This is an optimization exercise on Yosys and OpenROAD, whose aim is small area, not a production implementation.
Where RTL was checked, it was by simulation tests only, not by an equivalence proof against the original.
Only the layout flow was run in run 1; the RTL was not checked for function there.
Power figures rest on the tool's default switching activity, not on a simulated workload.

[flow/flow/run.sh]
#!/bin/bash
# Standard layout, with the smallest port buffers and a clock tree of
# small buffers in clusters of up to 8 flip-flops, without dummy loads.
set -e
export BUFFER_PORTS_ARGS="-buffer_cell sky130_fd_sc_hd__buf_1"
export CTS_ARGS="-sink_clustering_enable -repair_clock_nets -dont_use_dummy_load -buf_list sky130_fd_sc_hd__clkbuf_4 -sink_clustering_size 8 -sink_clustering_max_diameter 100"
bash standard.sh > standard.log 2>&1
[flow/standard.sh]
#!/bin/bash
# synth_recipe.tcl (not shown) runs the flow's synth.tcl, then flattens the netlist and writes it again
# the make line also repeats each setting of config.mk as NAME=value (left out here)
make -C /OpenROAD-flow-scripts/flow DESIGN_CONFIG=/design/flow/config.mk WORK_HOME=/design/flow/orfs CLKGATE_MAP_FILE= SYNTH_SCRIPT=/design/flow/synth_recipe.tcl "${@:-finish}"
[flow/config.mk]
export PLATFORM = sky130hd
export DESIGN_NAME = sudoku_game
export DESIGN_NICKNAME = sudoku_game
export VERILOG_FILES = /design/flow/design.v
export SDC_FILE = /design/flow/constraint.sdc
export NUM_CORES = 4
export LEC_CHECK = 0
export CAP_MARGIN = 0
export CORE_MARGIN = 2
export CORE_UTILIZATION = 55
export GPL_TIMING_DRIVEN = 1
export SLEW_MARGIN = 0
export SYNTH_HIERARCHICAL = 1
export SYNTH_MINIMUM_KEEP_SIZE = 0
[flow/constraint.sdc]
create_clock -name core_clock -period 10.0 [get_ports {CLOCK_50}]
set_input_delay 2.0000 -clock core_clock [delete_from_list [all_inputs] [get_ports {CLOCK_50}]]
set_output_delay 2.0000 -clock core_clock [all_outputs]
set_load 0.01 [all_outputs]
[flow/design.v]
localparam int GRID_N = 9;
localparam int DIGIT_W = 4;
localparam int POS_W = 4;
localparam logic [POS_W-1:0] CURSOR_HOME = 4'd4;
localparam logic [GRID_N*GRID_N*DIGIT_W-1:0] PUZZLE = {
	36'h900020401,
	36'h005090020,
	36'h040100097,
	36'h500001000,
	36'h000000002,
	36'h400570309,
	36'h053002180,
	36'h000000000,
	36'h002800003
};
localparam logic [GRID_N*GRID_N*DIGIT_W-1:0] SOLUTION = {
	36'h987625431,
	36'h315497628,
	36'h246138597,
	36'h539281746,
	36'h671349852,
	36'h428576319,
	36'h753962184,
	36'h894713265,
	36'h162854973
};
localparam int K_UP = 8;
localparam int K_DOWN = 7;
localparam int K_LEFT = 6;
localparam int K_RIGHT = 5;
localparam int K_ERASE = 4;
function automatic logic [3:0] puzzle_at(input int r, input int c);
	puzzle_at = PUZZLE[(GRID_N*GRID_N-1-(r*GRID_N+c))*DIGIT_W +: DIGIT_W];
endfunction
function automatic logic [3:0] answer_at(input int r, input int c);
	answer_at = SOLUTION[(GRID_N*GRID_N-1-(r*GRID_N+c))*DIGIT_W +: DIGIT_W];
endfunction
`timescale 1ns/1ps
module cursor_control (
	input logic CLOCK_50,
	input logic resetn,
	input logic [8:0] keys_i,
	input logic solved_i,
	output logic wr_o,               
	output logic [3:0] dig_o,
	output logic [8:0] lrow_hit_o,   
	output logic [8:0] lcol_hit_o,
	output logic [6:0] hex_row_o,
	output logic [6:0] hex_col_o
);
	logic [2:0] act;
	key_control key_control_i (
		.CLOCK_50 (CLOCK_50),
		.resetn (resetn),
		.keys_i (keys_i),
		.solved_i (solved_i),
		.act_o (act),
		.wr_o (wr_o),
		.dig_o (dig_o)
	);
	cursor_axis row_axis_i (
		.CLOCK_50 (CLOCK_50),
		.resetn (resetn),
		.move_i (act[2] && !act[1] && !solved_i),
		.up_i (act[0]),
		.late_hit_o (lrow_hit_o),
		.hex_o (hex_row_o)
	);
	cursor_axis col_axis_i (
		.CLOCK_50 (CLOCK_50),
		.resetn (resetn),
		.move_i (act[2] && act[1] && !solved_i),
		.up_i (act[0]),
		.late_hit_o (lcol_hit_o),
		.hex_o (hex_col_o)
	);
endmodule
module key_control (
	input logic CLOCK_50,
	input logic resetn,
	input logic [8:0] keys_i,
	input logic solved_i,
	output logic [2:0] act_o,
	output logic wr_o,
	output logic [3:0] dig_o
);
localparam int GRID_N = 9;
localparam int DIGIT_W = 4;
localparam int POS_W = 4;
localparam logic [POS_W-1:0] CURSOR_HOME = 4'd4;
localparam logic [GRID_N*GRID_N*DIGIT_W-1:0] PUZZLE = {
	36'h900020401,
	36'h005090020,
	36'h040100097,
	36'h500001000,
	36'h000000002,
	36'h400570309,
	36'h053002180,
	36'h000000000,
	36'h002800003
};
localparam logic [GRID_N*GRID_N*DIGIT_W-1:0] SOLUTION = {
	36'h987625431,
	36'h315497628,
	36'h246138597,
	36'h539281746,
	36'h671349852,
	36'h428576319,
	36'h753962184,
	36'h894713265,
	36'h162854973
};
localparam int K_UP = 8;
localparam int K_DOWN = 7;
localparam int K_LEFT = 6;
localparam int K_RIGHT = 5;
localparam int K_ERASE = 4;
function automatic logic [3:0] puzzle_at(input int r, input int c);
	puzzle_at = PUZZLE[(GRID_N*GRID_N-1-(r*GRID_N+c))*DIGIT_W +: DIGIT_W];
endfunction
function automatic logic [3:0] answer_at(input int r, input int c);
	answer_at = SOLUTION[(GRID_N*GRID_N-1-(r*GRID_N+c))*DIGIT_W +: DIGIT_W];
endfunction
	localparam logic [2:0] ACT_NONE = 3'b000;
	localparam logic [2:0] ACT_DIGIT = 3'b001;
	localparam logic [2:0] ACT_ERASE = 3'b010;
	localparam logic [2:0] ACT_WRITE = 3'b011;   
	localparam logic [2:0] ACT_UP = 3'b100;
	localparam logic [2:0] ACT_DOWN = 3'b101;
	localparam logic [2:0] ACT_LEFT = 3'b110;
	localparam logic [2:0] ACT_RIGHT = 3'b111;
	logic knz_q;
	logic press;
	logic [2:0] kind_d;
	logic [2:0] k1_q;
	logic [2:0] act_q;
	logic [3:0] kdig_q;
	assign press = (keys_i != '0) && !knz_q;
	always_comb begin
		if (!press)
			kind_d = ACT_NONE;
		else if (keys_i[3:0] != '0)
			kind_d = ACT_DIGIT;
		else if (keys_i[K_ERASE])
			kind_d = ACT_ERASE;
		else if (keys_i[K_UP])
			kind_d = ACT_UP;
		else if (keys_i[K_DOWN])
			kind_d = ACT_DOWN;
		else if (keys_i[K_LEFT])
			kind_d = ACT_LEFT;
		else
			kind_d = ACT_RIGHT;
	end
	always_ff @(posedge CLOCK_50 or negedge resetn) begin
		if (!resetn) begin
			knz_q <= 1'b0;
			k1_q <= ACT_NONE;
			act_q <= ACT_NONE;
		end else begin
			knz_q <= (keys_i != '0);
			k1_q <= kind_d;
			if (!act_q[2] && (act_q[1] ^ act_q[0]) && !solved_i)
				act_q <= ACT_WRITE;
			else
				act_q <= k1_q;
		end
	end
	always_ff @(posedge CLOCK_50) begin
		kdig_q <= keys_i[3:0];
		if (k1_q != ACT_NONE)
			dig_o <= kdig_q;
	end
	assign act_o = act_q;
	assign wr_o = (act_q == ACT_WRITE);
endmodule
module cursor_axis (
	input logic CLOCK_50,
	input logic resetn,
	input logic move_i,
	input logic up_i,
	output logic [8:0] late_hit_o,
	output logic [6:0] hex_o
);
localparam int GRID_N = 9;
localparam int DIGIT_W = 4;
localparam int POS_W = 4;
localparam logic [POS_W-1:0] CURSOR_HOME = 4'd4;
localparam logic [GRID_N*GRID_N*DIGIT_W-1:0] PUZZLE = {
	36'h900020401,
	36'h005090020,
	36'h040100097,
	36'h500001000,
	36'h000000002,
	36'h400570309,
	36'h053002180,
	36'h000000000,
	36'h002800003
};
localparam logic [GRID_N*GRID_N*DIGIT_W-1:0] SOLUTION = {
	36'h987625431,
	36'h315497628,
	36'h246138597,
	36'h539281746,
	36'h671349852,
	36'h428576319,
	36'h753962184,
	36'h894713265,
	36'h162854973
};
localparam int K_UP = 8;
localparam int K_DOWN = 7;
localparam int K_LEFT = 6;
localparam int K_RIGHT = 5;
localparam int K_ERASE = 4;
function automatic logic [3:0] puzzle_at(input int r, input int c);
	puzzle_at = PUZZLE[(GRID_N*GRID_N-1-(r*GRID_N+c))*DIGIT_W +: DIGIT_W];
endfunction
function automatic logic [3:0] answer_at(input int r, input int c);
	answer_at = SOLUTION[(GRID_N*GRID_N-1-(r*GRID_N+c))*DIGIT_W +: DIGIT_W];
endfunction
	function automatic logic [6:0] seg7(input logic [3:0] v);
		logic b0, b1, b2;
		b0 = v[0];
		b1 = v[1];
		b2 = v[2];
		seg7[0] = (~b2 & ~b1 & b0) | (b2 & ~b1 & ~b0);
		seg7[1] = b2 & (b1 ^ b0);
		seg7[2] = ~b2 & b1 & ~b0;
		seg7[3] = (~b2 & ~b1 & b0) | (b2 & ~b1 & ~b0) | (b2 & b1 & b0);
		seg7[4] = b0 | (b2 & ~b1);
		seg7[5] = (~b2 & (b1 | b0)) | (b2 & b1 & b0);
		seg7[6] = (~v[3] & ~b2 & ~b1 & ~b0) | (~b2 & ~b1 & b0) | (b2 & b1 & b0);
	endfunction
	logic [3:0] pos_q, late_q;
	logic [3:0] p, np, d;
	logic up_n, mv_up, mv_dn, p3_n, nz, en_up, en_dn, en_dn_n, en;
	logic t1, t2, p10, p10_n, p210;
	assign p = pos_q;
	sg_inv u_np0 (p[0], np[0]);
	sg_inv u_np3 (p[3], p3_n);
	sg_inv u_upn (up_i, up_n);
	sg_and2 u_mvu (move_i, up_i, mv_up);
	sg_and2 u_mvd (move_i, up_n, mv_dn);
	sg_or4 u_nz (p[0], p[1], p[2], p[3], nz);
	sg_and2 u_enu (mv_up, p3_n, en_up);
	sg_and2 u_end (mv_dn, nz, en_dn);
	sg_inv u_endn (en_dn, en_dn_n);
	sg_or2 u_en (en_up, en_dn, en);
	sg_xor2 u_d0 (p[0], en, d[0]);
	sg_a22o u_t1 (en_up, p[0], en_dn, np[0], t1);
	sg_xor2 u_d1 (p[1], t1, d[1]);
	sg_and2 u_p10 (p[1], p[0], p10);
	sg_nor2 u_p10n (p[1], p[0], p10_n);
	sg_a22o u_t2 (en_up, p10, en_dn, p10_n, t2);
	sg_xor2 u_d2 (p[2], t2, d[2]);
	sg_and2 u_p210 (p[2], p10, p210);
	sg_a22o u_d3 (en_up, p210, p[3], en_dn_n, d[3]);
	always_ff @(posedge CLOCK_50 or negedge resetn) begin
		if (!resetn)
			pos_q <= CURSOR_HOME;
		else
			pos_q <= d;
	end
	always_ff @(posedge CLOCK_50) begin
		late_q <= pos_q;
	end
	assign hex_o = seg7(pos_q);
	always_comb begin
		late_hit_o[0] = (late_q == 4'd0);
		for (int i = 1; i < 8; i++)
			late_hit_o[i] = (late_q[2:0] == 3'(i));
		late_hit_o[8] = late_q[3];
	end
endmodule
module sg_and2 (
	input logic a,
	input logic b,
	output logic y
);
	assign y = a & b;
endmodule
module sg_or2 (
	input logic a,
	input logic b,
	output logic y
);
	assign y = a | b;
endmodule
module sg_or4 (
	input logic a,
	input logic b,
	input logic c,
	input logic d,
	output logic y
);
	assign y = a | b | c | d;
endmodule
module sg_xor2 (
	input logic a,
	input logic b,
	output logic y
);
	assign y = a ^ b;
endmodule
module sg_a22o (
	input logic a1,
	input logic a2,
	input logic b1,
	input logic b2,
	output logic y
);
	assign y = (a1 & a2) | (b1 & b2);
endmodule
`timescale 1ns/1ps
module sudoku_row #(
	parameter int ROW_INDEX = 0
) (
	input logic CLOCK_50,
	input logic wrow_n_i,           
	input logic [8:0] wcol_n_i,     
	input logic [3:0] wdata_i,
	input logic [8:0] col_hit_i,    
	output logic [3:0] pick_o,      
	output logic given_o            
);
localparam int GRID_N = 9;
localparam int DIGIT_W = 4;
localparam int POS_W = 4;
localparam logic [POS_W-1:0] CURSOR_HOME = 4'd4;
localparam logic [GRID_N*GRID_N*DIGIT_W-1:0] PUZZLE = {
	36'h900020401,
	36'h005090020,
	36'h040100097,
	36'h500001000,
	36'h000000002,
	36'h400570309,
	36'h053002180,
	36'h000000000,
	36'h002800003
};
localparam logic [GRID_N*GRID_N*DIGIT_W-1:0] SOLUTION = {
	36'h987625431,
	36'h315497628,
	36'h246138597,
	36'h539281746,
	36'h671349852,
	36'h428576319,
	36'h753962184,
	36'h894713265,
	36'h162854973
};
localparam int K_UP = 8;
localparam int K_DOWN = 7;
localparam int K_LEFT = 6;
localparam int K_RIGHT = 5;
localparam int K_ERASE = 4;
function automatic logic [3:0] puzzle_at(input int r, input int c);
	puzzle_at = PUZZLE[(GRID_N*GRID_N-1-(r*GRID_N+c))*DIGIT_W +: DIGIT_W];
endfunction
function automatic logic [3:0] answer_at(input int r, input int c);
	answer_at = SOLUTION[(GRID_N*GRID_N-1-(r*GRID_N+c))*DIGIT_W +: DIGIT_W];
endfunction
	logic [GRID_N-1:0][3:0] cells;
	logic [GRID_N-1:0] given_col;
	for (genvar c = 0; c < GRID_N; c++) begin : g_c
		if (puzzle_at(ROW_INDEX, c) != 4'd0) begin : g_given
			assign cells[c] = puzzle_at(ROW_INDEX, c);
			assign given_col[c] = 1'b1;
		end else begin : g_open
			logic [3:0] q;
			always_ff @(posedge CLOCK_50) begin
				if (!(wrow_n_i | wcol_n_i[c]))
					q <= wdata_i;
			end
			assign cells[c] = q;
			assign given_col[c] = 1'b0;
		end
	end
	assign given_o = |(given_col & col_hit_i);
	if (ROW_INDEX == 0) begin : g_pick   
		logic g0_0;
		sg_aoi222 u_g0_0 (cells[1][0], col_hit_i[1], cells[2][0], col_hit_i[2], cells[3][0], col_hit_i[3], g0_0);
		logic g0_1;
		sg_nand2 u_g0_1 (cells[5][0], col_hit_i[5], g0_1);
		logic g0_2;
		sg_nand2 u_g0_2 (cells[7][0], col_hit_i[7], g0_2);
		logic g0_3;
		sg_nor2 u_g0_3 (col_hit_i[0], col_hit_i[8], g0_3);
		sg_nand4 u_p0 (g0_0, g0_1, g0_2, g0_3, pick_o[0]);
		logic g1_0;
		sg_aoi222 u_g1_0 (cells[1][1], col_hit_i[1], cells[2][1], col_hit_i[2], col_hit_i[4], col_hit_i[4], g1_0);
		logic g1_1;
		sg_aoi222 u_g1_1 (cells[3][1], col_hit_i[3], cells[5][1], col_hit_i[5], cells[7][1], col_hit_i[7], g1_1);
		sg_nand2 u_p1 (g1_0, g1_1, pick_o[1]);
		logic g2_0;
		sg_aoi222 u_g2_0 (cells[1][2], col_hit_i[1], cells[2][2], col_hit_i[2], col_hit_i[6], col_hit_i[6], g2_0);
		logic g2_1;
		sg_aoi222 u_g2_1 (cells[3][2], col_hit_i[3], cells[5][2], col_hit_i[5], cells[7][2], col_hit_i[7], g2_1);
		sg_nand2 u_p2 (g2_0, g2_1, pick_o[2]);
		logic g3_0;
		sg_aoi222 u_g3_0 (cells[1][3], col_hit_i[1], cells[2][3], col_hit_i[2], col_hit_i[0], col_hit_i[0], g3_0);
		logic g3_1;
		sg_aoi222 u_g3_1 (cells[3][3], col_hit_i[3], cells[5][3], col_hit_i[5], cells[7][3], col_hit_i[7], g3_1);
		sg_nand2 u_p3 (g3_0, g3_1, pick_o[3]);
	end else if (ROW_INDEX == 1) begin : g_pick   
		logic g0_0;
		sg_aoi222 u_g0_0 (cells[0][0], col_hit_i[0], cells[1][0], col_hit_i[1], cells[3][0], col_hit_i[3], g0_0);
		logic g0_1;
		sg_aoi222 u_g0_1 (cells[5][0], col_hit_i[5], cells[6][0], col_hit_i[6], cells[8][0], col_hit_i[8], g0_1);
		logic g0_2;
		sg_nor2 u_g0_2 (col_hit_i[2], col_hit_i[4], g0_2);
		sg_nand3 u_p0 (g0_0, g0_1, g0_2, pick_o[0]);
		logic g1_0;
		sg_aoi222 u_g1_0 (cells[0][1], col_hit_i[0], cells[1][1], col_hit_i[1], col_hit_i[7], col_hit_i[7], g1_0);
		logic g1_1;
		sg_aoi222 u_g1_1 (cells[3][1], col_hit_i[3], cells[5][1], col_hit_i[5], cells[6][1], col_hit_i[6], g1_1);
		logic g1_2;
		sg_nand2 u_g1_2 (cells[8][1], col_hit_i[8], g1_2);
		sg_nand3 u_p1 (g1_0, g1_1, g1_2, pick_o[1]);
		logic g2_0;
		sg_aoi222 u_g2_0 (cells[0][2], col_hit_i[0], cells[1][2], col_hit_i[1], col_hit_i[2], col_hit_i[2], g2_0);
		logic g2_1;
		sg_aoi222 u_g2_1 (cells[3][2], col_hit_i[3], cells[5][2], col_hit_i[5], cells[6][2], col_hit_i[6], g2_1);
		logic g2_2;
		sg_nand2 u_g2_2 (cells[8][2], col_hit_i[8], g2_2);
		sg_nand3 u_p2 (g2_0, g2_1, g2_2, pick_o[2]);
		logic g3_0;
		sg_aoi222 u_g3_0 (cells[0][3], col_hit_i[0], cells[1][3], col_hit_i[1], col_hit_i[4], col_hit_i[4], g3_0);
		logic g3_1;
		sg_aoi222 u_g3_1 (cells[3][3], col_hit_i[3], cells[5][3], col_hit_i[5], cells[6][3], col_hit_i[6], g3_1);
		logic g3_2;
		sg_nand2 u_g3_2 (cells[8][3], col_hit_i[8], g3_2);
		sg_nand3 u_p3 (g3_0, g3_1, g3_2, pick_o[3]);
	end else if (ROW_INDEX == 2) begin : g_pick   
		logic g0_0;
		sg_aoi222 u_g0_0 (cells[0][0], col_hit_i[0], cells[2][0], col_hit_i[2], col_hit_i[3], col_hit_i[3], g0_0);
		logic g0_1;
		sg_aoi222 u_g0_1 (cells[4][0], col_hit_i[4], cells[5][0], col_hit_i[5], cells[6][0], col_hit_i[6], g0_1);
		logic g0_2;
		sg_nor2 u_g0_2 (col_hit_i[7], col_hit_i[8], g0_2);
		sg_nand3 u_p0 (g0_0, g0_1, g0_2, pick_o[0]);
		logic g1_0;
		sg_aoi222 u_g1_0 (cells[0][1], col_hit_i[0], cells[2][1], col_hit_i[2], col_hit_i[8], col_hit_i[8], g1_0);
		logic g1_1;
		sg_aoi222 u_g1_1 (cells[4][1], col_hit_i[4], cells[5][1], col_hit_i[5], cells[6][1], col_hit_i[6], g1_1);
		sg_nand2 u_p1 (g1_0, g1_1, pick_o[1]);
		logic g2_0;
		sg_aoi222 u_g2_0 (cells[0][2], col_hit_i[0], cells[2][2], col_hit_i[2], cells[4][2], col_hit_i[4], g2_0);
		logic g2_1;
		sg_nand2 u_g2_1 (cells[5][2], col_hit_i[5], g2_1);
		logic g2_2;
		sg_nand2 u_g2_2 (cells[6][2], col_hit_i[6], g2_2);
		logic g2_3;
		sg_nor2 u_g2_3 (col_hit_i[1], col_hit_i[8], g2_3);
		sg_nand4 u_p2 (g2_0, g2_1, g2_2, g2_3, pick_o[2]);
		logic g3_0;
		sg_aoi222 u_g3_0 (cells[0][3], col_hit_i[0], cells[2][3], col_hit_i[2], col_hit_i[7], col_hit_i[7], g3_0);
		logic g3_1;
		sg_aoi222 u_g3_1 (cells[4][3], col_hit_i[4], cells[5][3], col_hit_i[5], cells[6][3], col_hit_i[6], g3_1);
		sg_nand2 u_p3 (g3_0, g3_1, pick_o[3]);
	end else if (ROW_INDEX == 3) begin : g_pick   
		logic g0_0;
		sg_aoi222 u_g0_0 (cells[1][0], col_hit_i[1], cells[2][0], col_hit_i[2], cells[3][0], col_hit_i[3], g0_0);
		logic g0_1;
		sg_aoi222 u_g0_1 (cells[4][0], col_hit_i[4], cells[6][0], col_hit_i[6], cells[7][0], col_hit_i[7], g0_1);
		logic g0_2;
		sg_nand2 u_g0_2 (cells[8][0], col_hit_i[8], g0_2);
		logic g0_3;
		sg_nor2 u_g0_3 (col_hit_i[0], col_hit_i[5], g0_3);
		sg_nand4 u_p0 (g0_0, g0_1, g0_2, g0_3, pick_o[0]);
		logic g1_0;
		sg_aoi222 u_g1_0 (cells[1][1], col_hit_i[1], cells[2][1], col_hit_i[2], cells[3][1], col_hit_i[3], g1_0);
		logic g1_1;
		sg_aoi222 u_g1_1 (cells[4][1], col_hit_i[4], cells[6][1], col_hit_i[6], cells[7][1], col_hit_i[7], g1_1);
		logic g1_2;
		sg_nand2 u_g1_2 (cells[8][1], col_hit_i[8], g1_2);
		sg_nand3 u_p1 (g1_0, g1_1, g1_2, pick_o[1]);
		logic g2_0;
		sg_aoi222 u_g2_0 (cells[1][2], col_hit_i[1], cells[2][2], col_hit_i[2], col_hit_i[0], col_hit_i[0], g2_0);
		logic g2_1;
		sg_aoi222 u_g2_1 (cells[3][2], col_hit_i[3], cells[4][2], col_hit_i[4], cells[6][2], col_hit_i[6], g2_1);
		logic g2_2;
		sg_nand2 u_g2_2 (cells[7][2], col_hit_i[7], g2_2);
		logic g2_3;
		sg_nand2 u_g2_3 (cells[8][2], col_hit_i[8], g2_3);
		sg_nand4 u_p2 (g2_0, g2_1, g2_2, g2_3, pick_o[2]);
		logic g3_0;
		sg_aoi222 u_g3_0 (cells[1][3], col_hit_i[1], cells[2][3], col_hit_i[2], cells[3][3], col_hit_i[3], g3_0);
		logic g3_1;
		sg_aoi222 u_g3_1 (cells[4][3], col_hit_i[4], cells[6][3], col_hit_i[6], cells[7][3], col_hit_i[7], g3_1);
		logic g3_2;
		sg_nand2 u_g3_2 (cells[8][3], col_hit_i[8], g3_2);
		sg_nand3 u_p3 (g3_0, g3_1, g3_2, pick_o[3]);
	end else if (ROW_INDEX == 4) begin : g_pick   
		logic g0_0;
		sg_aoi222 u_g0_0 (cells[0][0], col_hit_i[0], cells[1][0], col_hit_i[1], cells[2][0], col_hit_i[2], g0_0);
		logic g0_1;
		sg_aoi222 u_g0_1 (cells[3][0], col_hit_i[3], cells[4][0], col_hit_i[4], cells[5][0], col_hit_i[5], g0_1);
		logic g0_2;
		sg_nand2 u_g0_2 (cells[6][0], col_hit_i[6], g0_2);
		logic g0_3;
		sg_nand2 u_g0_3 (cells[7][0], col_hit_i[7], g0_3);
		sg_nand4 u_p0 (g0_0, g0_1, g0_2, g0_3, pick_o[0]);
		logic g1_0;
		sg_aoi222 u_g1_0 (cells[0][1], col_hit_i[0], cells[1][1], col_hit_i[1], col_hit_i[8], col_hit_i[8], g1_0);
		logic g1_1;
		sg_aoi222 u_g1_1 (cells[2][1], col_hit_i[2], cells[3][1], col_hit_i[3], cells[4][1], col_hit_i[4], g1_1);
		logic g1_2;
		sg_aoi222 u_g1_2 (cells[5][1], col_hit_i[5], cells[6][1], col_hit_i[6], cells[7][1], col_hit_i[7], g1_2);
		sg_nand3 u_p1 (g1_0, g1_1, g1_2, pick_o[1]);
		logic g2_0;
		sg_aoi222 u_g2_0 (cells[0][2], col_hit_i[0], cells[1][2], col_hit_i[1], cells[2][2], col_hit_i[2], g2_0);
		logic g2_1;
		sg_aoi222 u_g2_1 (cells[3][2], col_hit_i[3], cells[4][2], col_hit_i[4], cells[5][2], col_hit_i[5], g2_1);
		logic g2_2;
		sg_nand2 u_g2_2 (cells[6][2], col_hit_i[6], g2_2);
		logic g2_3;
		sg_nand2 u_g2_3 (cells[7][2], col_hit_i[7], g2_3);
		sg_nand4 u_p2 (g2_0, g2_1, g2_2, g2_3, pick_o[2]);
		logic g3_0;
		sg_aoi222 u_g3_0 (cells[0][3], col_hit_i[0], cells[1][3], col_hit_i[1], cells[2][3], col_hit_i[2], g3_0);
		logic g3_1;
		sg_aoi222 u_g3_1 (cells[3][3], col_hit_i[3], cells[4][3], col_hit_i[4], cells[5][3], col_hit_i[5], g3_1);
		logic g3_2;
		sg_nand2 u_g3_2 (cells[6][3], col_hit_i[6], g3_2);
		logic g3_3;
		sg_nand2 u_g3_3 (cells[7][3], col_hit_i[7], g3_3);
		sg_nand4 u_p3 (g3_0, g3_1, g3_2, g3_3, pick_o[3]);
	end else if (ROW_INDEX == 5) begin : g_pick   
		logic g0_0;
		sg_aoi222 u_g0_0 (cells[1][0], col_hit_i[1], cells[2][0], col_hit_i[2], cells[5][0], col_hit_i[5], g0_0);
		logic g0_1;
		sg_nand2 u_g0_1 (cells[7][0], col_hit_i[7], g0_1);
		logic g0_2;
		sg_nor2 u_g0_2 (col_hit_i[3], col_hit_i[4], g0_2);
		logic g0_3;
		sg_nor2 u_g0_3 (col_hit_i[6], col_hit_i[8], g0_3);
		sg_nand4 u_p0 (g0_0, g0_1, g0_2, g0_3, pick_o[0]);
		logic g1_0;
		sg_aoi222 u_g1_0 (cells[1][1], col_hit_i[1], cells[2][1], col_hit_i[2], cells[5][1], col_hit_i[5], g1_0);
		logic g1_1;
		sg_nand2 u_g1_1 (cells[7][1], col_hit_i[7], g1_1);
		logic g1_2;
		sg_nor2 u_g1_2 (col_hit_i[4], col_hit_i[6], g1_2);
		sg_nand3 u_p1 (g1_0, g1_1, g1_2, pick_o[1]);
		logic g2_0;
		sg_aoi222 u_g2_0 (cells[1][2], col_hit_i[1], cells[2][2], col_hit_i[2], col_hit_i[0], col_hit_i[0], g2_0);
		logic g2_1;
		sg_nand2 u_g2_1 (cells[5][2], col_hit_i[5], g2_1);
		logic g2_2;
		sg_nand2 u_g2_2 (cells[7][2], col_hit_i[7], g2_2);
		logic g2_3;
		sg_nor2 u_g2_3 (col_hit_i[3], col_hit_i[4], g2_3);
		sg_nand4 u_p2 (g2_0, g2_1, g2_2, g2_3, pick_o[2]);
		logic g3_0;
		sg_aoi222 u_g3_0 (cells[1][3], col_hit_i[1], cells[2][3], col_hit_i[2], col_hit_i[8], col_hit_i[8], g3_0);
		logic g3_1;
		sg_nand2 u_g3_1 (cells[5][3], col_hit_i[5], g3_1);
		logic g3_2;
		sg_nand2 u_g3_2 (cells[7][3], col_hit_i[7], g3_2);
		sg_nand3 u_p3 (g3_0, g3_1, g3_2, pick_o[3]);
	end else if (ROW_INDEX == 6) begin : g_pick   
		logic g0_0;
		sg_aoi222 u_g0_0 (cells[0][0], col_hit_i[0], cells[3][0], col_hit_i[3], col_hit_i[1], col_hit_i[1], g0_0);
		logic g0_1;
		sg_nand2 u_g0_1 (cells[4][0], col_hit_i[4], g0_1);
		logic g0_2;
		sg_nand2 u_g0_2 (cells[8][0], col_hit_i[8], g0_2);
		logic g0_3;
		sg_nor2 u_g0_3 (col_hit_i[2], col_hit_i[6], g0_3);
		sg_nand4 u_p0 (g0_0, g0_1, g0_2, g0_3, pick_o[0]);
		logic g1_0;
		sg_aoi222 u_g1_0 (cells[0][1], col_hit_i[0], cells[3][1], col_hit_i[3], cells[4][1], col_hit_i[4], g1_0);
		logic g1_1;
		sg_nand2 u_g1_1 (cells[8][1], col_hit_i[8], g1_1);
		logic g1_2;
		sg_nor2 u_g1_2 (col_hit_i[2], col_hit_i[5], g1_2);
		sg_nand3 u_p1 (g1_0, g1_1, g1_2, pick_o[1]);
		logic g2_0;
		sg_aoi222 u_g2_0 (cells[0][2], col_hit_i[0], cells[3][2], col_hit_i[3], col_hit_i[1], col_hit_i[1], g2_0);
		logic g2_1;
		sg_nand2 u_g2_1 (cells[4][2], col_hit_i[4], g2_1);
		logic g2_2;
		sg_nand2 u_g2_2 (cells[8][2], col_hit_i[8], g2_2);
		sg_nand3 u_p2 (g2_0, g2_1, g2_2, pick_o[2]);
		logic g3_0;
		sg_aoi222 u_g3_0 (cells[0][3], col_hit_i[0], cells[3][3], col_hit_i[3], col_hit_i[7], col_hit_i[7], g3_0);
		logic g3_1;
		sg_nand2 u_g3_1 (cells[4][3], col_hit_i[4], g3_1);
		logic g3_2;
		sg_nand2 u_g3_2 (cells[8][3], col_hit_i[8], g3_2);
		sg_nand3 u_p3 (g3_0, g3_1, g3_2, pick_o[3]);
	end else if (ROW_INDEX == 7) begin : g_pick   
		logic g0_0;
		sg_aoi222 u_g0_0 (cells[0][0], col_hit_i[0], cells[1][0], col_hit_i[1], cells[2][0], col_hit_i[2], g0_0);
		logic g0_1;
		sg_aoi222 u_g0_1 (cells[3][0], col_hit_i[3], cells[4][0], col_hit_i[4], cells[5][0], col_hit_i[5], g0_1);
		logic g0_2;
		sg_aoi222 u_g0_2 (cells[6][0], col_hit_i[6], cells[7][0], col_hit_i[7], cells[8][0], col_hit_i[8], g0_2);
		sg_nand3 u_p0 (g0_0, g0_1, g0_2, pick_o[0]);
		logic g1_0;
		sg_aoi222 u_g1_0 (cells[0][1], col_hit_i[0], cells[1][1], col_hit_i[1], cells[2][1], col_hit_i[2], g1_0);
		logic g1_1;
		sg_aoi222 u_g1_1 (cells[3][1], col_hit_i[3], cells[4][1], col_hit_i[4], cells[5][1], col_hit_i[5], g1_1);
		logic g1_2;
		sg_aoi222 u_g1_2 (cells[6][1], col_hit_i[6], cells[7][1], col_hit_i[7], cells[8][1], col_hit_i[8], g1_2);
		sg_nand3 u_p1 (g1_0, g1_1, g1_2, pick_o[1]);
		logic g2_0;
		sg_aoi222 u_g2_0 (cells[0][2], col_hit_i[0], cells[1][2], col_hit_i[1], cells[2][2], col_hit_i[2], g2_0);
		logic g2_1;
		sg_aoi222 u_g2_1 (cells[3][2], col_hit_i[3], cells[4][2], col_hit_i[4], cells[5][2], col_hit_i[5], g2_1);
		logic g2_2;
		sg_aoi222 u_g2_2 (cells[6][2], col_hit_i[6], cells[7][2], col_hit_i[7], cells[8][2], col_hit_i[8], g2_2);
		sg_nand3 u_p2 (g2_0, g2_1, g2_2, pick_o[2]);
		logic g3_0;
		sg_aoi222 u_g3_0 (cells[0][3], col_hit_i[0], cells[1][3], col_hit_i[1], cells[2][3], col_hit_i[2], g3_0);
		logic g3_1;
		sg_aoi222 u_g3_1 (cells[3][3], col_hit_i[3], cells[4][3], col_hit_i[4], cells[5][3], col_hit_i[5], g3_1);
		logic g3_2;
		sg_aoi222 u_g3_2 (cells[6][3], col_hit_i[6], cells[7][3], col_hit_i[7], cells[8][3], col_hit_i[8], g3_2);
		sg_nand3 u_p3 (g3_0, g3_1, g3_2, pick_o[3]);
	end else if (ROW_INDEX == 8) begin : g_pick   
		logic g0_0;
		sg_aoi222 u_g0_0 (cells[0][0], col_hit_i[0], cells[1][0], col_hit_i[1], col_hit_i[8], col_hit_i[8], g0_0);
		logic g0_1;
		sg_aoi222 u_g0_1 (cells[4][0], col_hit_i[4], cells[5][0], col_hit_i[5], cells[6][0], col_hit_i[6], g0_1);
		logic g0_2;
		sg_nand2 u_g0_2 (cells[7][0], col_hit_i[7], g0_2);
		sg_nand3 u_p0 (g0_0, g0_1, g0_2, pick_o[0]);
		logic g1_0;
		sg_aoi222 u_g1_0 (cells[0][1], col_hit_i[0], cells[1][1], col_hit_i[1], cells[4][1], col_hit_i[4], g1_0);
		logic g1_1;
		sg_aoi222 u_g1_1 (cells[5][1], col_hit_i[5], cells[6][1], col_hit_i[6], cells[7][1], col_hit_i[7], g1_1);
		logic g1_2;
		sg_nor2 u_g1_2 (col_hit_i[2], col_hit_i[8], g1_2);
		sg_nand3 u_p1 (g1_0, g1_1, g1_2, pick_o[1]);
		logic g2_0;
		sg_aoi222 u_g2_0 (cells[0][2], col_hit_i[0], cells[1][2], col_hit_i[1], cells[4][2], col_hit_i[4], g2_0);
		logic g2_1;
		sg_aoi222 u_g2_1 (cells[5][2], col_hit_i[5], cells[6][2], col_hit_i[6], cells[7][2], col_hit_i[7], g2_1);
		sg_nand2 u_p2 (g2_0, g2_1, pick_o[2]);
		logic g3_0;
		sg_aoi222 u_g3_0 (cells[0][3], col_hit_i[0], cells[1][3], col_hit_i[1], col_hit_i[3], col_hit_i[3], g3_0);
		logic g3_1;
		sg_aoi222 u_g3_1 (cells[4][3], col_hit_i[4], cells[5][3], col_hit_i[5], cells[6][3], col_hit_i[6], g3_1);
		logic g3_2;
		sg_nand2 u_g3_2 (cells[7][3], col_hit_i[7], g3_2);
		sg_nand3 u_p3 (g3_0, g3_1, g3_2, pick_o[3]);
	end
endmodule
module sg_aoi222 (
	input logic a1,
	input logic a2,
	input logic b1,
	input logic b2,
	input logic c1,
	input logic c2,
	output logic y
);
	assign y = ~((a1 & a2) | (b1 & b2) | (c1 & c2));
endmodule
module sg_nand2 (
	input logic a,
	input logic b,
	output logic y
);
	assign y = ~(a & b);
endmodule
module sg_nand3 (
	input logic a,
	input logic b,
	input logic c,
	output logic y
);
	assign y = ~(a & b & c);
endmodule
module sg_nand4 (
	input logic a,
	input logic b,
	input logic c,
	input logic d,
	output logic y
);
	assign y = ~(a & b & c & d);
endmodule
module sg_and3 (
	input logic a,
	input logic b,
	input logic c,
	output logic y
);
	assign y = a & b & c;
endmodule
module sg_nor2 (
	input logic a,
	input logic b,
	output logic y
);
	assign y = ~(a | b);
endmodule
module sg_inv (
	input logic a,
	output logic y
);
	assign y = ~a;
endmodule
`timescale 1ns/1ps
module board_status (
	input logic CLOCK_50,
	input logic resetn,
	input logic fresh_i,
	input logic [8:0][3:0] row_pick_i,
	input logic [8:0] row_given_i,
	input logic [8:0] row_hit_i,
	input logic [8:0] col_hit_i,
	input logic wr_i,
	input logic [3:0] dig_i,
	output logic [3:0] sel_raw_o,
	output logic solved_o,
	output logic [3:0] cell_digit_o,
	output logic cell_wrong_o
);
localparam int GRID_N = 9;
localparam int DIGIT_W = 4;
localparam int POS_W = 4;
localparam logic [POS_W-1:0] CURSOR_HOME = 4'd4;
localparam logic [GRID_N*GRID_N*DIGIT_W-1:0] PUZZLE = {
	36'h900020401,
	36'h005090020,
	36'h040100097,
	36'h500001000,
	36'h000000002,
	36'h400570309,
	36'h053002180,
	36'h000000000,
	36'h002800003
};
localparam logic [GRID_N*GRID_N*DIGIT_W-1:0] SOLUTION = {
	36'h987625431,
	36'h315497628,
	36'h246138597,
	36'h539281746,
	36'h671349852,
	36'h428576319,
	36'h753962184,
	36'h894713265,
	36'h162854973
};
localparam int K_UP = 8;
localparam int K_DOWN = 7;
localparam int K_LEFT = 6;
localparam int K_RIGHT = 5;
localparam int K_ERASE = 4;
function automatic logic [3:0] puzzle_at(input int r, input int c);
	puzzle_at = PUZZLE[(GRID_N*GRID_N-1-(r*GRID_N+c))*DIGIT_W +: DIGIT_W];
endfunction
function automatic logic [3:0] answer_at(input int r, input int c);
	answer_at = SOLUTION[(GRID_N*GRID_N-1-(r*GRID_N+c))*DIGIT_W +: DIGIT_W];
endfunction
	logic [3:0] sel, ans;
	logic open_cell;
	answer_rom answer_rom_i (
		.row_hit_i (row_hit_i),
		.col_hit_i (col_hit_i),
		.ans_o (ans)
	);
	for (genvar b = 0; b < 5; b++) begin : g_sel
		logic [8:0] v;
		logic [2:0] g;
		logic y;
		for (genvar r = 0; r < GRID_N; r++) begin : g_v
			if (b < 4) begin : g_digit
				assign v[r] = row_pick_i[r][b];
			end else begin : g_open
				assign v[r] = row_given_i[r];
			end
		end
		for (genvar i = 0; i < 3; i++) begin : g_aoi
			sg_aoi222 u_aoi (v[3*i], row_hit_i[3*i], v[3*i+1], row_hit_i[3*i+1],
				v[3*i+2], row_hit_i[3*i+2], g[i]);
		end
		if (b < 4) begin : g_digit_out
			sg_nand3 u_nand (g[0], g[1], g[2], y);
			assign sel_raw_o[b] = y;
		end else begin : g_open_out
			sg_and3 u_and (g[0], g[1], g[2], y);
			assign open_cell = y;
		end
	end
	assign sel = fresh_i ? 4'd0 : sel_raw_o;
	logic fix, unfix, none_wrong;
	assign fix = wr_i && (dig_i != 4'd0) && (sel_raw_o == 4'd0) && (dig_i == ans);
	assign unfix = wr_i && (dig_i == 4'd0) && open_cell && (sel_raw_o == ans);
	wrong_count wrong_count_i (
		.CLOCK_50 (CLOCK_50),
		.resetn (resetn),
		.fix_i (fix),
		.unfix_i (unfix),
		.none_o (none_wrong)
	);
	always_ff @(posedge CLOCK_50 or negedge resetn) begin
		if (!resetn) begin
			cell_digit_o <= '0;
			cell_wrong_o <= 1'b0;
			solved_o <= 1'b0;
		end else begin
			cell_digit_o <= sel;
			cell_wrong_o <= open_cell && (sel != 4'd0) && (sel != ans);
			if (none_wrong)
				solved_o <= 1'b1;
		end
	end
endmodule
module answer_rom (
	input logic [8:0] row_hit_i,
	input logic [8:0] col_hit_i,
	output logic [3:0] ans_o
);
localparam int GRID_N = 9;
localparam int DIGIT_W = 4;
localparam int POS_W = 4;
localparam logic [POS_W-1:0] CURSOR_HOME = 4'd4;
localparam logic [GRID_N*GRID_N*DIGIT_W-1:0] PUZZLE = {
	36'h900020401,
	36'h005090020,
	36'h040100097,
	36'h500001000,
	36'h000000002,
	36'h400570309,
	36'h053002180,
	36'h000000000,
	36'h002800003
};
localparam logic [GRID_N*GRID_N*DIGIT_W-1:0] SOLUTION = {
	36'h987625431,
	36'h315497628,
	36'h246138597,
	36'h539281746,
	36'h671349852,
	36'h428576319,
	36'h753962184,
	36'h894713265,
	36'h162854973
};
localparam int K_UP = 8;
localparam int K_DOWN = 7;
localparam int K_LEFT = 6;
localparam int K_RIGHT = 5;
localparam int K_ERASE = 4;
function automatic logic [3:0] puzzle_at(input int r, input int c);
	puzzle_at = PUZZLE[(GRID_N*GRID_N-1-(r*GRID_N+c))*DIGIT_W +: DIGIT_W];
endfunction
function automatic logic [3:0] answer_at(input int r, input int c);
	answer_at = SOLUTION[(GRID_N*GRID_N-1-(r*GRID_N+c))*DIGIT_W +: DIGIT_W];
endfunction
	logic [GRID_N*4-1:0] ans_pick;
	logic any_hit;
	function automatic logic open_bit_is(input int r, input int c, input int b, input logic v);
		logic [3:0] a;
		a = answer_at(r, c);
		open_bit_is = (puzzle_at(r, c) == 4'd0) && (a[b] == v);
	endfunction
	function automatic logic use_ones(input int r, input int b);
		int n1, n0;
		n1 = 0;
		n0 = 0;
		for (int c = 0; c < GRID_N; c++) begin
			if (open_bit_is(r, c, b, 1'b1))
				n1 = n1 + 1;
			if (open_bit_is(r, c, b, 1'b0))
				n0 = n0 + 1;
		end
		use_ones = (n1 <= n0);
	endfunction
	always_comb begin
		ans_o = '0;
		for (int r = 0; r < GRID_N; r++) begin
			for (int b = 0; b < 4; b++) begin
				any_hit = 1'b0;
				for (int c = 0; c < GRID_N; c++)
					if (open_bit_is(r, c, b, use_ones(r, b)))
						any_hit = any_hit | col_hit_i[c];
				ans_pick[r*4+b] = use_ones(r, b) ? any_hit : !any_hit;
			end
			ans_o = ans_o | (ans_pick[r*4 +: 4] & {4{row_hit_i[r]}});
		end
	end
endmodule
module wrong_count (
	input logic CLOCK_50,
	input logic resetn,
	input logic fix_i,
	input logic unfix_i,
	output logic none_o
);
	localparam logic [5:0] WRONG_START = 6'b001100;
	localparam logic [5:0] WRONG_NONE = 6'b100000;
	logic [5:0] wrong_n;
	always_ff @(posedge CLOCK_50 or negedge resetn) begin
		if (!resetn) begin
			wrong_n <= WRONG_START;
		end else if (fix_i) begin
			wrong_n <= {wrong_n[4:0], wrong_n[5] ^ wrong_n[4]};
		end else if (unfix_i) begin
			wrong_n <= {wrong_n[0] ^ wrong_n[5], wrong_n[5:1]};
		end
	end
	assign none_o = (wrong_n == WRONG_NONE);
endmodule
`timescale 1ns/1ps
module sudoku_game (
	input logic CLOCK_50,
	input logic resetn,
	input logic [8:0] keys_i,
	output logic [6:0] hex_row_o,
	output logic [6:0] hex_col_o,
	output logic [3:0] cell_digit_o,
	output logic cell_wrong_o,
	output logic solved_o
);
	logic wr;
	logic [3:0] dig;
	logic [8:0] lrow_hit, lcol_hit;
	logic [8:0][3:0] row_pick;
	logic [8:0] row_given;
	logic [3:0] sel_raw;
	cursor_control cursor_control_i (
		.CLOCK_50 (CLOCK_50),
		.resetn (resetn),
		.keys_i (keys_i),
		.solved_i (solved_o),
		.wr_o (wr),
		.dig_o (dig),
		.lrow_hit_o (lrow_hit),
		.lcol_hit_o (lcol_hit),
		.hex_row_o (hex_row_o),
		.hex_col_o (hex_col_o)
	);
	logic fresh_q;
	always_ff @(posedge CLOCK_50 or negedge resetn) begin
		if (!resetn)
			fresh_q <= 1'b1;
		else
			fresh_q <= 1'b0;
	end
	logic wr_en;
	logic [8:0] wrow_n, wcol_n;
	logic [3:0] wdata;
	assign wr_en = wr && (dig == 4'd0 || sel_raw == 4'd0);
	assign wrow_n = ~({9{fresh_q}} | ({9{wr_en}} & lrow_hit));
	assign wcol_n = ~({9{fresh_q}} | lcol_hit);
	assign wdata = fresh_q ? 4'd0 : dig;
	for (genvar r = 0; r < 9; r++) begin : g_row
		sudoku_row #(
			.ROW_INDEX (r)
		) row_i (
			.CLOCK_50 (CLOCK_50),
			.wrow_n_i (wrow_n[r]),
			.wcol_n_i (wcol_n),
			.wdata_i (wdata),
			.col_hit_i (lcol_hit),
			.pick_o (row_pick[r]),
			.given_o (row_given[r])
		);
	end
	board_status board_status_i (
		.CLOCK_50 (CLOCK_50),
		.resetn (resetn),
		.fresh_i (fresh_q),
		.row_pick_i (row_pick),
		.row_given_i (row_given),
		.wr_i (wr),
		.dig_i (dig),
		.row_hit_i (lrow_hit),
		.col_hit_i (lcol_hit),
		.sel_raw_o (sel_raw),
		.solved_o (solved_o),
		.cell_digit_o (cell_digit_o),
		.cell_wrong_o (cell_wrong_o)
	);
endmodule
==> results of run 1 <==
-- kinds of logic after synthesis --
logic type	synth area share, %
xor+xnor	1.40
compound gates	11.2
flops	70.8
fa+ha+maj	0.469
mux	0.751
buf+inv	2.14
other cells	0.0704
simple gates	13.2
-- worst max-delay path, stage by stage, from the launching register on --
cell and delay (ns):
dfxtp_1 0.31, buf_4 0.40, nor4_2 0.09, buf_4 0.30, a222oi_1 0.45, nand3_1 0.13, a222oi_1 0.51, nand3_1 0.25
nor4_1 0.32, o21a_1 0.45, a21oi_1 0.39, nor2_1 0.41
-- through the flow --
step	instances	util (%)	instance area, µm²	total power [mW]
CTS	1066	60.4	11400	1.83
global route	1067	60.4	11400	1.89
detailed placement	1028	58.9	11100	1.35
finish	1067	60.4	11400	1.82
global placement	1028	58.9	11100	1.34
floorplan	741	-	10700	1.31
-- power breakdown --
group | internal [mW] | total, mW | leakage (nW) | switching, mW
clock network | 0.176 | 0.496 | 0.175 | 0.320
logic | 0.0238 | 0.0827 | 1.22 | 0.0589
registers | 1.22 | 1.24 | 2.53 | 0.0208
-- sequential cells by signal, indices dropped and copies added (netlist names) --
signal	count
g_row.row_i.g_c.g_open.q	216
board_status_i.wrong_count_i.wrong_n	6
board_status_i.cell_digit_o	4
cursor_control_i.col_axis_i.late_q	4
cursor_control_i.col_axis_i.pos_q	4
cursor_control_i.key_control_i.dig_o	4
cursor_control_i.key_control_i.kdig_q	4
cursor_control_i.row_axis_i.late_q	4
cursor_control_i.row_axis_i.pos_q	4
cursor_control_i.key_control_i.act_q	3
cursor_control_i.key_control_i.k1_q	3
board_status_i.cell_wrong_o	1
board_status_i.solved_o	1
cursor_control_i.key_control_i.knz_q	1
fresh_q	1
-- layout make-up --
class	count	area [µm²]	area share, %
Clock buffer	38	285	2.50
Sequential cell	260	7550	66.2
Multi-Input combinational cell	444	2940	25.7
Inverter	16	60.1	0.526
Antenna cell	1	2.50	0.0219
Tap cell	260	325	2.85
Timing Repair Buffer	48	248	2.17
-- placed cells by master, fill, tap and decap left out, types with 4 or more instances in the layout --
master    instances
and3_1            4
nand4_1          13
dfxtp_1          12
nor3b_1           4
or2_1             5
buf_4            18
buf_1            30
nand3_1          28
or3_1             8
a22o_1            6
a222oi_1         84
nor2b_1           7
clkbuf_4         38
dfstp_2           5
nand2b_1          8
nor3b_2           4
edfxtp_1        220
or4_1             5
inv_1            16
nand2_1          54
xnor2_1           5
o21ai_0          20
dfrtp_1          23
and2_1           13
and3b_1           6
nor3_1            7
nor2_1           85
a21oi_1          14
nor4_1            4
nor2b_4           4
xor2_1           12
mux2i_1           8
ha_1              4
-- Yosys stat by module, one instance, submodules excluded, a selection --
module          cell area [µm²]  copies in the design  cells inside  flip-flops and latches
sg_or2                     6.26                     2             1                       0
board_status                358                     1            33                       6
sg_xor2                    8.76                     6             1                       0
sg_and3                    6.26                     1             1                       0
sg_nand3                   5.00                    24             1                       0
sg_nand4                   6.26                    10             1                       0
sg_or4                     7.51                     2             1                       0
sg_nor2                    3.75                    14             1                       0
cursor_control             21.3                     1             2                       0
sg_inv                     3.75                     8             1                       0
sg_a22o                    8.76                     6             1                       0
-- per-layer routing --
metal / vias up / GRT usage [%] / share of wire [%] / wire length (µm)
met5: - / 0 / 0 / 0
met4: 0 / 9.18 / 2.9 / 749
met3: 57 / 5.67 / 8.6 / 2230
met2: 344 / 39.9 / 46 / 11900
met1: 3431 / 37.7 / 43 / 11100
li1: 3123 / - / - / -
-- final timing paths --
| kind | cells past startpoint | startpoint | endpoint | slack, ns |
|---|---|---|---|---|
| max | 11 | cursor_control_i.col_axis_i.late_q[3] | g_row[7].row_i.g_c[4].g_open.q[2] | 5.62 |
| min in group asynchronous | 2 | resetn | board_status_i.wrong_count_i.wrong_n[4] | 1.39 |
| max in group asynchronous | 2 | resetn | fresh_q | 8.29 |
| max reg2reg | 11 | cursor_control_i.col_axis_i.late_q[3] | g_row[7].row_i.g_c[4].g_open.q[2] | 5.62 |
| min | 0 | cursor_control_i.key_control_i.kdig_q[3] | cursor_control_i.key_control_i.dig_o[3] | 0.40 |
| min reg2reg | 0 | cursor_control_i.key_control_i.kdig_q[3] | cursor_control_i.key_control_i.dig_o[3] | 0.40 |
==> flow_summary.json, run 1 <==
{
  "ys.flop_type": "edfxtp_1",
  "ioPinCount": 31,
  "holdWs_ns": 0.405,
  "wl_per_cell_um": 24.4,
  "rsz0062_at_grt": "no",
  "fmax_mhz": 228,
  "dieArea_um2": 20500,
  "grt.overflow.total": 0,
  "relSlewSlack_pct": 25.2,
  "grt_usage_pct": 26.2,
  "min_period_ns": 4.38,
  "core_area_um2": 18900,
  "ant_nets": 0,
  "antenna_found_initial": 1,
  "grt_pass1_wl_mm": 40.2,
  "syn_inst": 741,
  "cts_buffers": 38,
  "period_share_pct": 43.8,
  "arrival_ns": 4.64,
  "async_flop_share_pct": 10.8,
  "cts_tree": "yes",
  "leakage_nw": 3.93,
  "path_clk_slew_ns": 0.08,
  "vias": 6955,
  "drive_gt1_share_pct": 10.2,
  "cts.sinks": 260,
  "yosys_warnings": 21,
  "hold_path.class": "flop to flop",
  "synth-edff-count": 220,
  "die_h_um": 143,
  "fillers": 1523,
  "via_per_inst": 6.52,
  "drc": 0,
  "clockRootBuffer": "clkbuf_4",
  "fin_worst_skew_ns": 0.0481,
  "status": "no timing/DRC/antenna violations",
  "tightest_slew_ns": 1.12,
  "synth_commonest_cells": "220 x edfxtp_1, 86 x nor2_1, 84 x a222oi_1, 54 x nand2_1, 28 x nand3_1",
  "yosysSeqAreaShare_pct": 70.8,
  "setup_viol": 0,
  "grt_start_max_net_pins": 55,
  "syn_area_um2": 10700,
  "cts_resized": 0,
  "die_w_um": 143,
  "htreeDepth": 2,
  "finalHoldViolations": 0,
  "crit_path_start_kind": "flop",
  "yosys.area.top_type": "edfxtp_1",
  "synth.most_common_cell": "edfxtp_1",
  "cts_setup_buffers": 0,
  "place_congestion": 0.836,
  "setup.worst_path.end_class": "flop",
  "initial_core_util_pct": 56.4,
  "cts_hold_buffers": 0,
  "crit_required_ns": 10.26,
  "insertion_delay_ns": 0.63,
  "cts.path.max_buffers": 3,
  "io_buffers": 30,
  "drt-pass1-iter-count": 7,
  "ys_ff_latch": 260,
  "powerDensity_nw_per_um2": 160,
  "setup_tns_ns": 0,
  "critPathMaxFanout": 45,
  "area_growth_pct": 7.01,
  "nets": 823,
  "slew_violations": 0,
  "yosysTopAreaCellShare_pct": 62.0,
  "path_class": "flop to flop",
  "ys_types": 56,
  "syn-num-nets": 756,
  "syn_area_per_cell_um2": 14.4,
  "worst_slack_ns": 5.62,
  "wirelength_mm": 26.1,
  "ys_top_cells_by_area": "edfxtp_1 62%, a222oi_1 7.9%, dfrtp_1 5.4%",
  "ir_worst_vdd_mv": 0.110,
  "drv_cap": 0,
  "core.rowCount": 50,
  "place_ws_ns": 5.70,
  "drt_iter0_markers": 965,
  "grt_pass1_vias": 6871,
  "dpl.hpwl_mm": 15.5
}
==> inputs of run 2 (changes only) <==
--- a/flow/design.v
+++ b/flow/design.v
@@ -896,15 +896,22 @@
 );
 	localparam logic [5:0] WRONG_START = 6'b001100;
 	localparam logic [5:0] WRONG_NONE = 6'b100000;
-	logic [5:0] wrong_n;
+	logic [5:0] wrong_n, fwd, bwd, d_n, d;
+	logic hold, x_fwd, x_bwd;
+	sg_xor2 u_xf (wrong_n[5], wrong_n[4], x_fwd);
+	sg_xor2 u_xb (wrong_n[0], wrong_n[5], x_bwd);
+	assign fwd = {wrong_n[4:0], x_fwd};
+	assign bwd = {x_bwd, wrong_n[5:1]};
+	sg_nor2 u_hold (fix_i, unfix_i, hold);
+	for (genvar i = 0; i < 6; i++) begin : g_d
+		sg_aoi222 u_aoi (fix_i, fwd[i], unfix_i, bwd[i], hold, wrong_n[i], d_n[i]);
+		sg_inv u_inv (d_n[i], d[i]);
+	end
 	always_ff @(posedge CLOCK_50 or negedge resetn) begin
-		if (!resetn) begin
+		if (!resetn)
 			wrong_n <= WRONG_START;
-		end else if (fix_i) begin
-			wrong_n <= {wrong_n[4:0], wrong_n[5] ^ wrong_n[4]};
-		end else if (unfix_i) begin
-			wrong_n <= {wrong_n[0] ^ wrong_n[5], wrong_n[5:1]};
-		end
+		else
+			wrong_n <= d;
 	end
 	assign none_o = (wrong_n == WRONG_NONE);
 endmodule
==> run 2 against run 1 <==
- count of clock-buffer cells in the layout did not move
- combinational power down 2.7%
- sequential share of layout area up 0.13 points
- clock skew rose by 0.017 ns
- register-to-register slack got worse by 0.11 ns
- synthesized area fell by 0.38%
- total power hardly changed
- largest power group unchanged
- highest routed layer unchanged
==> flow_summary.json, run 2 <==
{
  "status": "no timing/DRC/antenna violations",
  "drive_gt1_share_pct": 10.5,
  "wirelength_mm": 25.9,
  "period_share_pct": 44.9,
  "fin_worst_skew_ns": 0.0652,
  "setup_viol": 0,
  "nets": 818,
  "cts_buffers": 38,
  "pwr-share-clk_pct": 27.3,
  "dpl.hpwl_mm": 15.2,
  "die_w_um": 143,
  "final_util_pct": 60.5,
  "vias": 6948,
  "cpPeakStageDelay_ns": 0.51,
  "r2r_slack_ns": 5.51,
  "dieArea_um2": 20400,
  "wl_per_cell_um": 24.3,
  "ys.flop_type": "edfxtp_1",
  "regMostFlops": "g_row.row_i.g_c.g_open.q",
  "yosys_warnings": 21,
  "syn_inst": 734,
  "largest_register_ffs": 216,
  "cts_setup_buffers": 0,
  "io_buffers": 30,
  "seq_area_um2": 7550,
  "rsz0062_at_grt": "no",
  "pwr-share-comb_pct": 4.4,
  "ioPinCount": 31,
  "ys_top_cells_by_area": "edfxtp_1 62%, a222oi_1 8.5%, dfrtp_1 5.4%",
  "initial_core_util_pct": 56.4,
  "drc": 0,
  "multi_input_area_um2": 2890,
  "yosysSeqAreaShare_pct": 71.1,
  "setup_tns_ns": 0,
  "clockRootBuffer": "clkbuf_4",
  "yosys.area.top_type": "edfxtp_1",
  "antenna_found_initial": 1,
  "core_area_um2": 18800,
  "switching_share_pct": 21.9,
  "syn_area_per_cell_um2": 14.5,
  "cts_tree": "yes",
  "arrival_ns": 4.76,
  "htreeDepth": 2,
  "finalHoldViolations": 0,
  "path_class": "flop to flop",
  "reg_top3": "g_row.row_i.g_c.g_open.q (216), board_status_i.wrong_count_i.wrong_n (6)",
  "core.rowCount": 50,
  "grt.overflow.total": 0,
  "yosysTopAreaCellShare_pct": 62.2,
  "p_int_mw": 1.42,
  "worst_slack_ns": 5.51,
  "setup.worst_path.end_class": "flop",
  "insertion_delay_ns": 0.63,
  "path_clk_slew_ns": 0.09,
  "async_flop_share_pct": 10.8,
  "cts_resized": 0,
  "grt_pass1_vias": 6966,
  "critPathBufInv": 2,
  "ant_nets": 0,
  "syn_area_um2": 10600,
  "grt_usage_pct": 26.5,
  "relSlewSlack_pct": 27.5,
  "seqPwrFrac_pct": 68.2,
  "hold_path.class": "flop to flop",
  "synth-edff-count": 220,
  "critPathMaxFanout": 45,
  "crit_slowest_cell": "a222oi_1",
  "syn-num-nets": 748,
  "area_growth_pct": 7.20,
  "ys_ff_latch": 260,
  "synth_commonest_cells": "220 x edfxtp_1, 90 x a222oi_1, 87 x nor2_1, 49 x nand2_1, 28 x nand3_1",
  "final_cell_mix": "220 x edfxtp_1, 90 x a222oi_1, 86 x nor2_1",
  "leakage_nw": 3.99,
  "tightest_slew_ns": 1.08,
  "drt-pass1-iter-count": 9,
  "powerDensity_nw_per_um2": 160,
  "via_per_inst": 6.54,
  "drv_cap": 0,
  "fillers": 1485,
  "crit_path_start_kind": "flop",
  "p_total_mw": 1.82,
  "drt_iter0_markers": 997,
  "synth.most_common_cell": "edfxtp_1",
  "critical_path.top_delay_family": "compound AO/OA/AOI/OAI gates",
  "cts_hold_buffers": 0,
  "layout_commonest_cell": "edfxtp_1",
  "ir_worst_vdd_mv": 0.126,
  "grt_start_max_net_pins": 55,
  "place_ws_ns": 5.60,
  "place_congestion": 0.867,
  "power_switching_mw": 0.399,
  "crit_required_ns": 10.27,
  "grt_pass1_wl_mm": 40.5,
  "fmax_mhz": 223,
  "die_h_um": 143,
  "cts.sinks": 260,
  "min_period_ns": 4.49,
  "slew_violations": 0,
  "path_cells": "buf_4, nor4_2, buf_4, a222oi_1, nand3_1, a222oi_1, nand3_1, nor4_1, o21a_1, a21oi_1, nor2_1",
  "cts.path.max_buffers": 3,
  "ys_types": 54
}
run 2: power groups by stage:
stage	clock network (mW)	registers [mW]	logic, mW
6_report	0.498	1.24	0.0805
4_1_cts	0.515	1.24	0.0811
5_1_grt	0.558	1.25	0.0907
3_5_place_dp	0	1.27	0.0807
2_1_floorplan	0	1.26	0.0534
3_3_place_gp	0	1.27	0.0777
run 2: logic make-up after synthesis:
| logic type | count (synthesis) | synth area share [%] |
|---|---|---|
| other | 2 | 0.0707 |
| XOR/XNOR | 19 | 1.57 |
| multiplexers | 2 | 0.188 |
| adder cells (fa/ha/maj) | 3 | 0.353 |
| AND/OR/NAND/NOR | 269 | 13.0 |
| AO/OA/AOI/OAI | 139 | 11.5 |
| flip-flops | 260 | 71.1 |
| buffers and inverters | 40 | 2.23 |
run 2: worst reg2reg max path: stages (launching register included):
cell and delay, ns:
dfxtp_1 0.32, buf_4 0.40, nor4_2 0.09, buf_4 0.29
a222oi_1 0.53, nand3_1 0.14, a222oi_1 0.51, nand3_1 0.32
nor4_1 0.33, o21a_1 0.49, a21oi_1 0.38, nor2_1 0.38
run 2: per-layer routing:
metal	part of all wire (%)	track usage [%]	vias to the layer above
met5	0	0	-
met4	2.9	9.22	0
met3	9.4	5.84	61
met2	46	40.9	344
met1	41	37.8	3434
li1	-	-	3109
run 2: modules after synthesis, one instance, submodules excluded, a selection:
module,area [µm²],copies in the design,cells inside
sg_xor2,8.76,8,1
sg_or4,7.51,2,1
sg_or2,6.26,2,1
sg_nand2,3.75,39,1
sg_nor2,3.75,15,1
sg_and3,6.26,1,1
sg_and2,6.26,12,1
sg_nand3,5.00,24,1
sudoku_game,173,1,30
answer_rom,345,1,52
wrong_count,173,1,8
sg_aoi222,10.0,88,1
sg_nand4,6.26,10,1
sg_inv,3.75,14,1
cursor_axis,355,2,34
key_control,503,1,34
run 2: cell type report:
cell class / instances / share of cell area, %
multi-input cells: 434 / 25.3
inverters: 21 / 0.692
clock buffers: 38 / 2.51
well taps: 260 / 2.86
flip-flops and latches: 260 / 66.3
diodes: 1 / 0.0220
repair buffers: 49 / 2.24
run 2: path summary, 6_finish.rpt:
path,from,end,cells past startpoint
worst max register to register,cursor_control_i.col_axis_i.late_q[3],g_row[7].row_i.g_c[5].g_open.q[1],11
worst max-delay path,cursor_control_i.col_axis_i.late_q[3],g_row[7].row_i.g_c[5].g_open.q[1],11
max in group asynchronous,resetn,fresh_q,2
worst min register to register,cursor_control_i.key_control_i.kdig_q[3],cursor_control_i.key_control_i.dig_o[3],0
min in group asynchronous,resetn,board_status_i.wrong_count_i.wrong_n[5],2
worst min-delay path,cursor_control_i.key_control_i.kdig_q[3],cursor_control_i.key_control_i.dig_o[3],0
run 2: per-stage QoR:
stage	hold WS [ns]	cell area, µm²	instances
after detailed placement	0.389	11100	1024
after global routing	0.416	11400	1063
after CTS	0.398	11400	1062
after floorplan	0.386	10600	734
after global placement	0.391	11100	1024
final	0.402	11400	1063

static timing again, ports no longer ideal:
In the flow no input, the clock included, has a driving cell. The finished layouts below were timed again as built, in two steps. Step 1 (the two cells are an assumption about what drives the block):
set clk [get_ports {CLOCK_50}]
set_driving_cell -lib_cell sky130_fd_sc_hd__clkbuf_16 $clk
set_driving_cell -lib_cell sky130_fd_sc_hd__buf_2 [delete_from_list [all_inputs] $clk]
Step 2 times the ports against the registers' clock, not the clock port: input delays grow and output delays shrink by t, the midpoint of the rising clock arrivals with the driver on. Three values: no drivers, after step 1, after step 2; two values: the first two.
| run | shift t [ns] | slack for setup (ns) | worst register clock-pin slew, ns | worst data-port slew with drivers (ns) | pins driven straight from the clock port |
|---|---|---|---|---|---|
| run 1 | 0.644 | 5.619 / 5.619 / 5.619 | 0.10 / 0.10 | 0.04 | 1 |
| run 2 | 0.637 | 5.506 / 5.506 / 5.506 | 0.11 / 0.11 | 0.04 | 1 |
After both steps setup and hold are still met in every run listed.
